This design comes from an exercise in tuning for small area on the open sky130 flow, not from production work.
Function was checked by simulation only, so behaviour that the tests miss may differ from the original.
Power figures rest on the tool's default switching activity, not on a simulated workload. The clock port is modelled as an ideal driver; clocking choices that lean on that would not hold on a real chip.

[flow/config.mk]
export PLATFORM = sky130hd
export DESIGN_NAME = fft_sequencer
export DESIGN_NICKNAME = fft_sequencer
export VERILOG_FILES = /design/flow/design.v
export SDC_FILE = /design/flow/constraint.sdc
export NUM_CORES = 4
export LEC_CHECK = 0
export CAP_MARGIN = 0
export CORE_MARGIN = 2
export CORE_UTILIZATION = 50
export PLACE_DENSITY = 0.65
export SLEW_MARGIN = 0
export SYNTH_HIERARCHICAL = 1
export SYNTH_MINIMUM_KEEP_SIZE = 0
export BUFFER_PORTS_ARGS = -buffer_cell sky130_fd_sc_hd__buf_1
export CTS_ARGS = -sink_clustering_enable -repair_clock_nets -dont_use_dummy_load -buf_list {sky130_fd_sc_hd__clkbuf_16} -sink_clustering_size 32 -sink_clustering_max_diameter 100
[flow/constraint.sdc]
create_clock -name core_clock -period 10.0 [get_ports {clk}]
set_input_delay 2.0000 -clock core_clock [delete_from_list [all_inputs] [get_ports {clk}]]
set_output_delay 2.0000 -clock core_clock [all_outputs]
set_load 0.01 [all_outputs]
[flow/design.v]
package fft_sequencer_pkg;
    localparam int unsigned LOG2N   = 5;
    localparam int unsigned N       = 1 << LOG2N;
    localparam int unsigned PAIRS   = N / 2;
    localparam int unsigned W       = 16;
    localparam int unsigned STAGE_W = 3;
    typedef enum logic [1:0] {
        IDLE  = 2'd0,
        LOAD  = 2'd1,
        RUN   = 2'd2,
        DRAIN = 2'd3
    } state_t;
endpackage
import fft_sequencer_pkg::*;
module fft_word_sel
#(
    parameter int unsigned WD = 32
) (
    input  logic [WD-1:0] hold,
    input  logic [WD-1:0] sa,
    input  logic [WD-1:0] sb,
    input  logic [WD-1:0] q,
    input  logic [WD-1:0] a,
    input  logic [WD-1:0] b,
    output logic [WD-1:0] y
);
    assign y = ~((hold & q) | (sa & a) | (sb & b));
endmodule
module fft_word_sel2
#(
    parameter int unsigned WD = 32
) (
    input  logic [WD-1:0] hold,
    input  logic [WD-1:0] sa,
    input  logic [WD-1:0] q,
    input  logic [WD-1:0] a,
    output logic [WD-1:0] y
);
    assign y = ~((q | sa) & (a | hold));
endmodule
module fft_word_pick
#(
    parameter int unsigned WD = 32
) (
    input  logic [WD-1:0] sa,
    input  logic [WD-1:0] sb,
    input  logic [WD-1:0] a,
    input  logic [WD-1:0] b,
    output logic [WD-1:0] y
);
    assign y = (sa & a) | (sb & b);
endmodule
module fft_word_inv
#(
    parameter int unsigned WD = 32
) (
    input  logic [WD-1:0] inv,
    input  logic [WD-1:0] a,
    output logic [WD-1:0] y
);
    assign y = a ^ inv;
endmodule
import fft_sequencer_pkg::*;
module fft_sequencer
#(
    parameter int unsigned LOG2N = fft_sequencer_pkg::LOG2N,
    parameter int unsigned W     = fft_sequencer_pkg::W
) (
    input  logic               clk,
    input  logic               rst,
    input  logic               start,
    input  logic               in_valid,
    output logic               in_ready,
    input  logic [W-1:0]       in_re,
    input  logic [W-1:0]       in_im,
    output logic [STAGE_W-1:0] bf_stage,
    output logic [LOG2N-1:0]   bf_i,
    output logic [LOG2N-1:0]   bf_j,
    output logic [W-1:0]       bf_xir,
    output logic [W-1:0]       bf_xic,
    output logic [W-1:0]       bf_xjr,
    output logic [W-1:0]       bf_xjc,
    input  logic [W-1:0]       bf_yir,
    input  logic [W-1:0]       bf_yic,
    input  logic [W-1:0]       bf_yjr,
    input  logic [W-1:0]       bf_yjc,
    output logic               out_valid,
    input  logic               out_ready,
    output logic [W-1:0]       out_re,
    output logic [W-1:0]       out_im,
    output logic [LOG2N-1:0]   out_idx,
    output logic               busy,
    output logic               done
);
    localparam int unsigned NPTS   = 1 << LOG2N;
    localparam int unsigned NPAIRS = NPTS / 2;
    logic                 load, drain;
    logic [LOG2N-1:0]     st;
    logic [LOG2N-1:0]     cnt;
    logic                 run, step, last, pend;
    logic [2*W-1:0] qa [NPAIRS];
    logic [2*W-1:0] qc [NPAIRS];
    assign run  = |st;
    assign step = run | (load & in_valid) | (drain & out_ready);
    assign last = &cnt;
    assign pend = &cnt[LOG2N-2:0];       
    always_ff @(posedge clk) begin
        if (rst) begin
            load  <= 1'b0;
            drain <= 1'b0;
            st    <= '0;
            cnt   <= '0;
            done  <= 1'b0;
        end else begin
            if (!load && !drain && !run && start) load <= 1'b1;
            if (load && in_valid && last) load <= 1'b0;
            st[0] <= (load && in_valid && last) || (st[0] && !pend);
            for (int k = 1; k < LOG2N; k++) st[k] <= pend ? st[k-1] : st[k];
            if (st[LOG2N-1] && pend) drain <= 1'b1;
            if (drain && out_ready && last) drain <= 1'b0;
            if (step) begin
                cnt[LOG2N-2:0] <= cnt[LOG2N-2:0] + (LOG2N-1)'(1);
                cnt[LOG2N-1]   <= cnt[LOG2N-1] ^ (!run && pend);
            end
            done <= drain && out_ready && last;
        end
    end
    logic [LOG2N-1:0] pi, pj, above;
    always_comb begin
        for (int k = 0; k < LOG2N; k++) begin
            above[k] = 1'b0;                     
            for (int m = 0; m < k; m++) above[k] |= st[m];
        end
        for (int k = 0; k < LOG2N; k++) begin
            pi[k] = 1'b0;
            if (k < LOG2N - 1) pi[k] |= cnt[k] & run & !above[k] & !st[k];
            if (k > 0)         pi[k] |= cnt[k-1] & above[k];
        end
        pj = pi | st;
    end
    logic blk;                   
    logic [2*W-1:0] yi, yj_raw, xin_raw;
    logic en_a, en_c;            
    logic a_hold, a_yi, a_t0, a_t1, a_t3, a_t7;
    logic c0_hold, c0_in, c0_yj;
    logic [3:0] e_yi;            
    logic phase, phase0;         
    always_ff @(posedge clk) begin
        phase <= !phase;
        if (load && in_valid && last) phase0 <= !phase;
    end
    assign yi  = {bf_yir, bf_yic};
    assign yj_raw  = {bf_yjr, bf_yjc};
    assign xin_raw = {in_re, in_im};
    always_comb begin
        e_yi[0] = st[0] & cnt[0];
        e_yi[1] = st[1] & cnt[1];
        e_yi[2] = st[2] & cnt[2];
        e_yi[3] = st[3] & cnt[3];
        blk     = |e_yi;
        en_a  = run | (load & in_valid &  cnt[0]) | (drain & out_ready & ~cnt[LOG2N-1]);
        en_c  = run | (load & in_valid & ~cnt[0]) | (drain & out_ready &  cnt[LOG2N-1]);
        a_yi   = run & !blk;
        a_t1   = e_yi[1];
        a_t3   = e_yi[2];
        a_t7   = e_yi[3];
        a_t0   = en_a & !a_yi & !a_t1 & !a_t3 & !a_t7;
        a_hold = !en_a;
        c0_in   = load & in_valid;
        c0_yj   = run;
        c0_hold = !(c0_in | c0_yj);
    end
    logic [2*W-1:0] qa_d [NPAIRS];
    logic [2*W-1:0] qc_d [NPAIRS];
    logic [2*W-1:0] xin;
    fft_word_inv #(.WD(2*W)) u_inv_in (.inv({2*W{phase}}), .a(xin_raw), .y(xin));
    fft_word_sel #(.WD(2*W)) u_sel_c0 (
        .hold({2*W{c0_hold}}), .sa({2*W{c0_in}}), .sb({2*W{c0_yj}}),
        .q(qc[0]), .a(xin), .b(yj_raw), .y(qc_d[0])
    );
    for (genvar k = 1; k < NPAIRS; k++) begin : g_word
        fft_word_sel2 #(.WD(2*W)) u_sel_a (
            .hold({2*W{!en_a}}), .sa({2*W{en_a}}), .q(qa[k]), .a(qa[k-1]), .y(qa_d[k])
        );
        if (k == 1 || k == 2 || k == 4 || k == 8) begin : g_entry
            localparam int unsigned E = (k == 1) ? 0 : (k == 2) ? 1 : (k == 4) ? 2 : 3;
            fft_word_sel #(.WD(2*W)) u_sel_c (
                .hold({2*W{!en_c}}), .sa({2*W{en_c & !e_yi[E]}}), .sb({2*W{e_yi[E]}}),
                .q(qc[k]), .a(qc[k-1]), .b(yi), .y(qc_d[k])
            );
        end else begin : g_chain
            fft_word_sel2 #(.WD(2*W)) u_sel_c (
                .hold({2*W{!en_c}}), .sa({2*W{en_c}}), .q(qc[k]), .a(qc[k-1]), .y(qc_d[k])
            );
        end
    end
    logic [2*W-1:0] a0_lo, a0_hi;
    fft_word_sel #(.WD(2*W)) u_sel_a0_lo (
        .hold({2*W{a_hold}}), .sa({2*W{a_yi}}), .sb({2*W{a_t0}}),
        .q(qa[0]), .a(yi), .b(qc[0]), .y(a0_lo)
    );
    fft_word_sel #(.WD(2*W)) u_sel_a0_hi (
        .hold({2*W{a_t1}}), .sa({2*W{a_t3}}), .sb({2*W{a_t7}}),
        .q(qc[1]), .a(qc[3]), .b(qc[7]), .y(a0_hi)
    );
    assign qa_d[0] = a0_lo & a0_hi;
    logic [2*W-1:0] xi, xj, out_w;
    logic xc_i, xc_j;            
    always_comb begin
        xc_i = 1'b0;
        xc_j = 1'b0;
        if (st[0]) begin
            xc_i = phase;
            xc_j = phase;
        end
        if (st[1]) begin
            xc_i = cnt[0];
            xc_j = !cnt[0];
        end
        if (drain) begin
            xc_i = phase ^ phase0 ^ cnt[0];
            xc_j = phase ^ phase0 ^ cnt[0];
        end
    end
    fft_word_inv #(.WD(2*W)) u_inv_xi (.inv({2*W{xc_i}}), .a(qa[NPAIRS-1]), .y(xi));
    fft_word_inv #(.WD(2*W)) u_inv_xj (.inv({2*W{xc_j}}), .a(qc[NPAIRS-1]), .y(xj));
    fft_word_pick #(.WD(2*W)) u_pick_out (
        .sa({2*W{!cnt[LOG2N-1]}}), .sb({2*W{cnt[LOG2N-1]}}), .a(xi), .b(xj), .y(out_w)
    );
    always_ff @(posedge clk) begin
        for (int k = 0; k < NPAIRS; k++) begin
            qa[k] <= qa_d[k];
            qc[k] <= qc_d[k];
        end
    end
    always_comb begin
        in_ready  = load;
        out_valid = drain;
        busy      = load | drain | run;
        bf_stage  = {st[3] | st[4], st[1] | st[2], st[0] | st[2] | st[4]};
        bf_i      = pi;
        bf_j      = pj;
        {bf_xir, bf_xic} = xi;
        {bf_xjr, bf_xjc} = xj;
        {out_re, out_im} = out_w;
        out_idx   = cnt;
    end
endmodule
[flow/flow/run.sh]
#!/bin/bash
# Standard layout with these changes: the port buffers use the smallest buffer cell, and
# clock tree synthesis adds no dummy loads and uses larger sink clusters. ORFS writes
# each tool's log under orfs/logs; make's output goes to standard.log here.
set -euo pipefail
cat >> config.mk <<'EOC'
export BUFFER_PORTS_ARGS = -buffer_cell sky130_fd_sc_hd__buf_1
export CTS_ARGS = -sink_clustering_enable -repair_clock_nets -dont_use_dummy_load -buf_list {sky130_fd_sc_hd__clkbuf_16} -sink_clustering_size 32 -sink_clustering_max_diameter 100
EOC
bash standard.sh > standard.log 2>&1
[flow/standard.sh]
#!/bin/bash
# synth_recipe.tcl (not shown) runs the flow's synth.tcl, then flattens the netlist and writes it again
# the make line also repeats each setting of config.mk as NAME=value (left out here)
make -C /OpenROAD-flow-scripts/flow DESIGN_CONFIG=/design/flow/config.mk WORK_HOME=/design/flow/orfs CLKGATE_MAP_FILE= SYNTH_SCRIPT=/design/flow/synth_recipe.tcl "${@:-finish}"
==> summary.txt, run 1 <==
most frequent CP cell -> buf_4
sequential share of the synthesized area -> 68.7%
post-CTS sizing -> 0
# rows -> 90
die area -> 62600 um2
GRT overflow -> 0
Pwr Density -> 319 nW/um2
final hold viol count -> 0
placed wire-length estimate -> 38100 um
total power -> 10.6 mW
arrival time worst endpoint -> 3630 ps
Routed WL -> 70000 um
Final ANT Viol Nets -> 0
Post-Synth XOR/XNOR Area -> 2.85%
synth warn -> 14
clock tree from TritonCTS -> yes
first-pass GRT wire length -> 109000 um
Placer Congestion -> 0.787
reg2reg start -> st[0]
asr flop ratio synth -> 0%
Rel. slew slack -> 12.3%
fmax -> 178 MHz
Residual DRC -> 0
initial DRC count -> 2579
largest net degree at the start of global routing -> 273
Slew Viols, Final -> 0
critical path cell sequence -> buf_4 > xor3_1 > nand2_1 > o21ai_4 > buf_4 > xor2_1 > a22o_1 > buf_1
Post-synth top flop -> dfxtp_1
Clock transition at path regs -> 120 ps
R2R cell count -> 7
Buffers on Ports -> 218
worst setup margin -> 4370 ps
maxcap violations -> 0
Yosys top cell by area -> dfxtp_1
crit start category -> register
Slew @ Worst Pin -> 1310 ps
Synth Cell Area -> 30300 um2
CP Class -> register to output pin
compound-cell area share of the yosys netlist -> 26.2%
Leakage -> 12.2 nW
Hold WS -> 417 ps
Worst path max stage delay -> 650 ps
EDFF count, synth -> 1
Crit path max-delay family -> buffers and inverters
post-synthesis cell count -> 2377
worst vdd ir -> 127 uV
TritonRoute pass-1 iters -> 9
largest family of logic cells by synthesized area -> compound AO/OA/AOI/OAI gates
Net Count, Synth -> 2479
HP Class -> register to register
endpoints failing setup -> 0
die width -> 250 um
RR Endpoint -> qc[2][4]
Clock Skew -> 42.9 ps
Chip Height -> 250 um
Worst Path Buf+Inv -> 3
Layout area overhead -> 10.1%
placed cells -> 3393
Period minus WS final -> 5630 ps
Avg WL per Cell -> 20.4 um
CTS max path bufs -> 3
initial antenna violation count -> 3
number of global-route vias before repair -> 20277
Yosys reg bits -> 1039
Vias/cell -> 6.40
CTS root buffer -> clkbuf_16
Via Count -> 21942
setup TNS -> 0 ps
layout cells sized above 1 -> 3.55%
Clk Latency, worst-skew pair -> 600 ps
R2R setup slack -> 5720 ps
pre-CTS setup slack -> 4660 ps
crit end category -> output pin
status -> timing/DRC/antenna clean
synth top area cells -> dfxtp_1, o22ai_1, a222oi_1
Ports -> 219
RSZ-0062 raised after global routing -> false
Finished Core Util -> 55.5%
Slowest-stage cell, CP -> buf_4
Synth cell types -> 46
fin nets -> 2753
Placed Area -> 32400 um2
fillers -> 5191
synth cell count leaders -> dfxtp_1, o22ai_1, a222oi_1
Finished Cell Area -> 33300 um2
Adder-Cell Fraction of Synth Area -> 0.0413%
core area -> 60100 um2
Clock Sinks -> 1039
most frequent cell after synthesis -> dfxtp_1
WHS Endpoint -> qc[13][4]
Critical Path RT -> 8000 ps
H-tree depth -> 2
starting density of the core -> 50.4%
Tcrit/Tclk final -> 56.3%
Hold Buf Count CTS -> 0
Synth Area in Simple Gates -> 1.90%
Inserted Clock Buffers -> 38
Post-Syn Area per Cell -> 12.7 um2
hold depth -> 1
non-filler cells, final -> 3431
post-CTS setup buffer count -> 0
mux cell area share after synthesis -> 0.0372%
Critical Path Stages -> 8
crit path max fanout -> 35
Tot GR Track Use -> 21.3%
hold path start -> qc[12][4]
top-area cell type share of the netlist area -> 68.6%
number of diodes -> 0
logic make-up (layout without fill, tap and decap cells):
| logic type | Yosys count | in the layout |
|---|---|---|
| AO/OA/AOI/OAI | 1120 | 1120 |
| adder cells (fa/ha/maj) | 1 | 1 |
| XOR/XNOR | 97 | 97 |
| AND/OR/NAND/NOR | 98 | 98 |
| flip-flops | 1039 | 1039 |
| buffers and inverters | 21 | 293 |
| multiplexers | 1 | 1 |
worst max-delay path by stage:
stage / slack [ps] / end / startpoint
after floorplan: -20560 / qc[10][0] / in_valid
after global placement: 4760 / qc[1][25] / out_ready
after detailed placement: 4660 / qc[1][15] / out_ready
after CTS: 4280 / out_re[6] / phase
after global routing: 4190 / out_re[6] / phase
final: 4370 / out_re[6] / phase
report_power, final:
part           total, mW  switching (mW)  internal [mW]
clock               1.86            1.16          0.693
sequential          6.92           0.990           5.93
combinational       1.85           0.734           1.12
cells in the final DEF, fill, tap and decap left out, drive strengths merged, types with 3 or more instances in the layout:
cell type and instances:
a21oi 10, a222oi 225, a22o 33, and2 36
and3 3, buf 245, clkbuf 38, dfxtp 1038
inv 10, nand2 15, nand3 5, nand3b 4
nor2 12, nor3 6, nor4 4, o21ai 6
o22ai 832, or2 3, or3 3, xor2 96
flip-flops by register name, indices dropped and copies added, names as in the netlist:
register and flops:
drain 1, st 5, load 1, cnt 5, phase0 1, done 1, qc 512, phase 1
qa 512
metal layers:
layer / vias to the layer above / global-route usage (%) / part of all wire, %
met5: - / 0 / 0.063
met2: 550 / 34.8 / 46
met4: 6 / 4.79 / 1.7
met3: 84 / 2.67 / 5.3
met1: 10747 / 30.4 / 47
li1: 10555 / - / -
area by class of cell:
type | instances | area [um2] | area share (%)
timing repair buffer | 245 | 1050 | 3.14
inverter | 10 | 45.0 | 0.135
clock buffer | 38 | 951 | 2.85
sequential | 1039 | 20800 | 62.4
multi-input combinational | 1317 | 9510 | 28.5
tap | 782 | 978 | 2.93
==> run 2, diff against run 1 <==
--- a/flow/config.mk
+++ b/flow/config.mk
@@ -9,5 +9,5 @@
 export CORE_MARGIN = 2
 export CORE_UTILIZATION = 50
-export PLACE_DENSITY = 0.65
+export PLACE_DENSITY = 0.8
 export SLEW_MARGIN = 0
 export SYNTH_HIERARCHICAL = 1
==> run 2 against run 1 <==
Effect of this change: still clean on timing, DRC and antenna; die area stayed put; sequential power is 0.7% higher; area after synthesis stayed put; sequential share of layout area is 0.056 points higher; clock power hardly changed; clock skew is 6.3 ps lower.
==> summary.txt, run 2 <==
most common cell after layout, fill and taps aside -> dfxtp_1 (unchanged)
RSZ-0062 raised after global routing -> false (unchanged)
initial antenna violation count -> 6 (was 3)
arrival time worst endpoint -> 3500 ps (was 3630 ps)
post-CTS setup buffer count -> 0 (unchanged)
die area -> 62600 um2 (unchanged)
Post-synth top flop -> dfxtp_1 (unchanged)
Avg WL per Cell -> 20.9 um (was 20.4 um)
Clk Latency, worst-skew pair -> 610 ps (was 600 ps)
synth warn -> 14 (unchanged)
Ports -> 219 (unchanged)
most frequent cells in the layout -> dfxtp_1, o22ai_1, a222oi_1 (unchanged)
Leakage -> 12.2 nW (about the same)
Post-Syn Area per Cell -> 12.7 um2 (unchanged)
Synth cell types -> 46 (unchanged)
Cell Int Power -> 7.74 mW (about the same)
# rows -> 90 (unchanged)
TritonRoute pass-1 iters -> 8 (was 9)
largest net degree at the start of global routing -> 260 (was 273)
post-CTS sizing -> 0 (unchanged)
Yosys top cell by area -> dfxtp_1 (unchanged)
core area -> 60100 um2 (unchanged)
Yosys reg bits -> 1039 (unchanged)
CTS root buffer -> clkbuf_16 (unchanged)
Clock transition at path regs -> 110 ps (was 120 ps)
Net Count, Synth -> 2479 (unchanged)
sequential share of the synthesized area -> 68.7% (unchanged)
GRT overflow -> 0 (unchanged)
initial DRC count -> 3120 (was 2579)
P_sw -> 2.94 mW (was 2.89 mW)
Crit path max-delay family -> buffers and inverters (unchanged)
Finished Cell Area -> 33300 um2 (about the same)
largest registers -> qa (512), qc (512) (unchanged)
Tot GR Track Use -> 21.7% (was 21.3%)
Flop pwr share -> 65.2% (was 65.1%)
first-pass GRT wire length -> 112000 um (was 109000 um)
top-area cell type share of the netlist area -> 68.6% (unchanged)
Via Count -> 22506 (was 21942)
placed wire-length estimate -> 40000 um (was 38100 um)
R2R setup slack -> 5510 ps (was 5720 ps)
WHS Endpoint -> qc[12][28] (was qc[13][4])
synth top area cells -> dfxtp_1, o22ai_1, a222oi_1 (unchanged)
Placed Area -> 32400 um2 (about the same)
Residual DRC -> 0 (unchanged)
fillers -> 4970 (was 5191)
total power -> 10.7 mW (was 10.6 mW)
critical path cell sequence -> buf_4 > xor3_1 > nand2_1 > o21ai_4 > buf_4 > xor2_1 > a22o_1 > buf_1 (unchanged)
Chip Height -> 250 um (unchanged)
Worst Path Buf+Inv -> 3 (unchanged)
Clock Sinks -> 1039 (unchanged)
switching part of the total -> 27.6% (was 27.2%)
Inserted Clock Buffers -> 38 (unchanged)
endpoints failing setup -> 0 (unchanged)
Buffers on Ports -> 218 (unchanged)
worst vdd ir -> 130 uV (was 127 uV)
Routed WL -> 71600 um (was 70000 um)
EDFF count, synth -> 1 (unchanged)
most frequent cell after synthesis -> dfxtp_1 (unchanged)
hold depth -> 1 (unchanged)
maxcap violations -> 0 (unchanged)
Worst path max stage delay -> 590 ps (was 650 ps)
Synth Cell Area -> 30300 um2 (unchanged)
layout cells sized above 1 -> 3.22% (was 3.55%)
asr flop ratio synth -> 0% (unchanged)
pre-CTS setup slack -> 4670 ps (was 4660 ps)
hold path start -> qc[11][28] (was qc[12][4])
crit path max fanout -> 35 (unchanged)
Pwr Density -> 321 nW/um2 (was 319 nW/um2)
R2R cell count -> 8 (was 7)
Placer Congestion -> 0.843 (was 0.787)
CTS max path bufs -> 3 (unchanged)
status -> timing/DRC/antenna clean (unchanged)
Vias/cell -> 6.57 (was 6.40)
Slew Viols, Final -> 0 (unchanged)
most frequent CP cell -> buf_4 (unchanged)
CP Launch Point -> phase (unchanged)
final hold viol count -> 0 (unchanged)
Clk pwr share -> 17.2% (was 17.5%)
Slew @ Worst Pin -> 1350 ps (was 1310 ps)
synth cell count leaders -> dfxtp_1, o22ai_1, a222oi_1 (unchanged)
Slowest-stage cell, CP -> buf_4 (unchanged)
Final ANT Viol Nets -> 0 (unchanged)
HP Class -> register to register (unchanged)
crit start category -> register (unchanged)
post-synthesis cell count -> 2377 (unchanged)
worst setup margin -> 4500 ps (was 4370 ps)
Hold Buf Count CTS -> 0 (unchanged)
Period minus WS final -> 5500 ps (was 5630 ps)
Layout area overhead -> 9.96% (was 10.1%)
CP Class -> register to output pin (unchanged)
die width -> 250 um (unchanged)
fin nets -> 2744 (was 2753)
Finished Core Util -> 55.4% (was 55.5%)
Tcrit/Tclk final -> 55.0% (was 56.3%)
H-tree depth -> 2 (unchanged)
Critical Path RT -> 8000 ps (about the same)
multi-input gate area in the final layout -> 9510 um2 (unchanged)
reg2reg start -> st[0] (unchanged)
Rel. slew slack -> 10.0% (was 12.3%)
fmax -> 182 MHz (was 178 MHz)
number of global-route vias before repair -> 21018 (was 20277)
Comb pwr share -> 17.6% (was 17.4%)
sequential standard cell area -> 20800 um2 (unchanged)
starting density of the core -> 50.4% (unchanged)
RR Endpoint -> qa[0][6] (was qc[2][4])
crit end category -> output pin (unchanged)
Clock Skew -> 36.6 ps (was 42.9 ps)
clock tree from TritonCTS -> yes (unchanged)
==> run 2: cell types whose count changed in the layout (fill, tap and decap cells not counted), sizes merged <==
cell,delta
buf,-9
diode,+5
==> run 2: area by class of cell <==
class	instances	area share, %
inverters	10	0.135
diodes	5	0.0376
multi-input cells	1317	28.6
flip-flops and latches	1039	62.5
repair buffers	236	3.01
well taps	782	2.94
clock buffers	38	2.85
==> run 2: stage by stage <==
stage / setup TNS [ps] / std cells / hold WS [ps]
final: 0 / 3427 / 427
after global routing: 0 / 3425 / 431
after CTS: 0 / 3422 / 428
after detailed placement: 0 / 3384 / 423
after global placement: 0 / 3384 / 416
after floorplan: -9449890 / 2377 / 411
==> run 2: how the worst max path moves through the flow <==
stage	cells past startpoint	slack, ps	endpoint
after global routing	8	4330	out_im[0]
after detailed placement	8	4670	qa[0][0]
final	8	4500	out_re[5]
after floorplan	4	-20560	qc[10][0]
after global placement	8	4720	qa[0][0]
after CTS	8	4440	out_im[9]
==> run 2: cells by family after synthesis <==
logic type	after synthesis	synth area share [%]
AO/OA/AOI/OAI	1120	26.2
flip-flops	1039	68.7
AND/OR/NAND/NOR	98	1.90
XOR/XNOR	97	2.85
buffers and inverters	21	0.285
multiplexers	1	0.0372
adder cells (fa/ha/maj)	1	0.0413
==> run 2: routing by layer <==
layer | share of wire (%) | global-route usage (%) | vias up
li1 | - | - | 10569
met1 | 43 | 29.6 | 10914
met2 | 47 | 35.0 | 866
met3 | 6.8 | 3.18 | 153
met4 | 3.2 | 8.30 | 4
met5 | 0.041 | 0 | -
==> run 2: power by group through the flow <==
stage / clock network [mW] / logic [mW] / registers [mW]
2_1_floorplan: 0 / 1.53 / 6.77
3_3_place_gp: 0 / 1.74 / 6.93
3_5_place_dp: 0 / 1.86 / 7.04
4_1_cts: 1.88 / 1.87 / 6.95
5_1_grt: 2.04 / 2.06 / 7.16
6_report: 1.84 / 1.88 / 6.97

## static timing again, ports no longer ideal
The results above use ideal ports. As a check the final layouts listed here were re-extracted and re-timed, cells and wires unchanged.
Step 1, drivers: a clkbuf_16 drives clk and a buf_2 each remaining input, both assumed.
Step 2 adds t to the input delays and takes it off the output delays; t is the mean of the earliest and latest rising clock arrival at the registers after step 1. Input paths then give back, and output paths get back, about the clock's delay inside the block.
Slacks: ideal ports / drivers / drivers and shift; pairs: ideal ports / drivers.
| run | t, ns | slack for setup (ns) | latest minus earliest clock arrival (ns) | worst slew at a driven data input, ns |
|---|---|---|---|---|
| run 1 | 0.645 | 4.371 / 4.310 / 4.531 | 0.045 / 0.046 | 0.09 |
| run 2 | 0.643 | 4.498 / 4.441 / 4.639 | 0.042 / 0.042 | 0.12 |
After both steps every run listed still meets setup and hold.
